This is an optimization exercise on Yosys and OpenROAD, whose aim is small area and a short achievable clock period, not a production implementation. The RTL was checked by simulation tests, not by an equivalence proof against the original design. No activity file was given, so power comes from the tool's default toggle rates.

== AL ==
Design step_top, start of the top module:
module step_top
(
  input  logic                      clk,
  input  logic                      rst,
  input  logic [7:0]                address,
  input  logic [31:0]               writedata,
  input  logic                      write,
  input  logic                      read,
  output logic [31:0]               readdata,
  output logic [4-1:0] step,
  output logic [4-1:0] dir,
  output logic [4-1:0] enable
);
Settings: LEC_CHECK=0, ABC_AREA=1, CAP_MARGIN=20, CORE_MARGIN=2, CORE_UTILIZATION=34, CTS_CLUSTER_DIAMETER=100, CTS_CLUSTER_SIZE=20, SETUP_SLACK_MARGIN=4.0, SLEW_MARGIN=20, TNS_END_PERCENT=0; clock period 7.0 ns.
standard.sh (not shown) runs the stock make flow with config.mk's settings and CLKGATE_MAP_FILE= SYNTH_SCRIPT=/design/flow/synth_recipe.tcl, a recipe that flattens the netlist after the stock synthesis.
==> flow/flow/run.sh <==
#!/bin/bash
# The standard layout, with plain buffers (not delay cells) on the ports so that
# repair can size them; every port still gets its buffer as in the standard flow.
set -euo pipefail
cd "$(dirname "$0")/.."
bash standard.sh "BUFFER_PORTS_ARGS=-buffer_cell sky130_fd_sc_hd__buf_2" finish > make_finish.log 2>&1
AL finished all stages; the layout is clean.
[inputs] JK vs AL
- CORE_UTILIZATION now 47, was 34
### Flow results
Compared with AL, in JK hold slack lower; total power rose by 0.51%. Number of cells on the critical path in JK is 12 higher than in AL. Changes observed in JK relative to AL: buffer count excluding the clock tree in the final layout has increased; total of fill cells in the finished design has decreased; tap cell count has decreased.

---

Another version of the RTL of step_top (not shown whole).
For scale: ~590 flip-flops, ~88 I/O pins, ~30000 sq um of cells after synthesis.
Design step_top, start of the top module:
module step_top
(
  input  logic                      clk,
  input  logic                      rst,
  input  logic [7:0]                address,
  input  logic [31:0]               writedata,
  input  logic                      write,
  input  logic                      read,
  output logic [31:0]               readdata,
  output logic [4-1:0] step,
  output logic [4-1:0] dir,
  output logic [4-1:0] enable
);
  logic [3:0] per_w, per_k, pul_w, pul_k, dir_w, dir_k;
  logic [3:0] stop_nx, go_nx;
  logic       err_nx;
  logic       wd_zero;
  logic       wd_hi;
  logic       rd_hold;
  logic       rd_err;
  logic [3:0] rd_st, rd_cnt, rd_per, rd_pul, rd_dir;
  logic       wr_err;
  logic [3:0] c_stop;
  logic [3:0] c_go;       
  logic       c_free;     
  logic [3:0][1:0]  st;
  logic [3:0][31:0] cnt;
  logic [3:0][31:0] per;
  logic [3:0][31:0] pul;
  logic [3:0]       cdir;
  step_csr u_csr
  (
    .rst       (rst),
    .address   (address),
    .writedata (writedata),
    .write     (write),
    .read      (read),
    .per_w     (per_w),
    .per_k     (per_k),
  ...
==> flow/config.mk <==
export PLATFORM = sky130hd
export DESIGN_NAME = step_top
export DESIGN_NICKNAME = step_top
export VERILOG_FILES = /design/flow/design.v
export SDC_FILE = /design/flow/constraint.sdc
export NUM_CORES = 4
export LEC_CHECK = 0
export ABC_AREA = 1
export CAP_MARGIN = 20
export CORE_MARGIN = 2
export CORE_UTILIZATION = 40
export CTS_CLUSTER_DIAMETER = 100
export CTS_CLUSTER_SIZE = 20
export SETUP_SLACK_MARGIN = 4.0
export SLEW_MARGIN = 20
export TNS_END_PERCENT = 0
==> flow/constraint.sdc <==
create_clock -name core_clock -period 7.0 [get_ports {clk}]
set_input_delay 1.4000 -clock core_clock [delete_from_list [all_inputs] [get_ports {clk}]]
set_output_delay 1.4000 -clock core_clock [all_outputs]
set_load 0.01 [all_outputs]
Scripts as last shown in full above: flow/flow/run.sh
Rerun with:
Settings changed: ABC_AREA 1 to unset, SYNTH_HIERARCHICAL set to 1, TNS_END_PERCENT 0 to 20.
Outcome: The changed run produced a clean layout. First-iteration DRC count came out higher by 6.1%. Design area came out higher by 3.1%. Synthesized cell count came out lower by 24%. Via count came out lower by 8.3%.
Rerun with:
Settings changed: ABC_AREA set to 1, SYNTH_HIERARCHICAL 1 to unset, TNS_END_PERCENT 20 to 5.
Area after synthesis rose by a few percent.
Clock-buffer cell count came out lower by 1.
Flip-flop and latch count does not change.
Sequential share of layout area goes up by 0.70 points.
Cell area falls slightly.
Maximum frequency is higher by a few percent.
Critical path depth stays the same.
Setup slack gets better by 200 ps.
Rerun with:
Settings changed: SYNTH_HIERARCHICAL set to 1, TNS_END_PERCENT 5 to 0.
First-iteration DRC count decreases by 14%.
Synthesized cell count climbs by 5.0%.
Global-route usage decreases by 1.5 points.
Rerun with:
Settings changed: CORE_UTILIZATION 40 to 34, TNS_END_PERCENT 0 to 5.
The changed run passed the timing, design-rule and antenna checks. Worst setup slack gets worse by 49 ps. Sequential cell count is unchanged. Final area rose by 3.6%. Sequential power stays flat. Power grows by 1.5%. Die area increases by 17%. Clock-buffer cell count is higher by 2. First-iteration DRC count went up by about 18%. Clock power climbs by about 2%.

==> re-timing with driven ports <==
Ports are ideal in the flow. The routed layouts listed here were re-timed in OpenROAD.
Step 1: set_driving_cell puts a clkbuf_16 on clk and a buf_2 on each other input, an assumption about the parent block.
Step 2 also shifts input and output timing later by t, the mid clock arrival at the registers, as if the neighbouring blocks saw the same clock.
Three values: ideal ports, drivers, drivers and shift; two values: the first two.
run	t, ns	slack for setup (ns)	slew at the worst register clock pin (ns)	cell pins on the clock port's net
AL	0.675	3.562 / 3.595 / 2.936	0.10 / 0.10	1
JK	0.671	3.474 / 3.491 / 2.819	0.10 / 0.10	1
the first run of note 2	0.656	3.547 / 3.575 / 2.919	0.10 / 0.10	1
the second run of note 2	0.648	3.334 / 3.343 / 2.695	0.09 / 0.09	1
the third run of note 2	0.657	3.529 / 3.563 / 2.910	0.10 / 0.10	1
the fourth run of note 2	0.643	3.680 / 3.681 / 3.038	0.09 / 0.09	1
the fifth run of note 2	0.639	3.631 / 3.643 / 3.003	0.10 / 0.10	1
After both steps every run listed still meets setup and hold. For JK, which loses most, drivers alone change the setup slack by +0.017 ns; drivers and shift together by -0.655 ns.
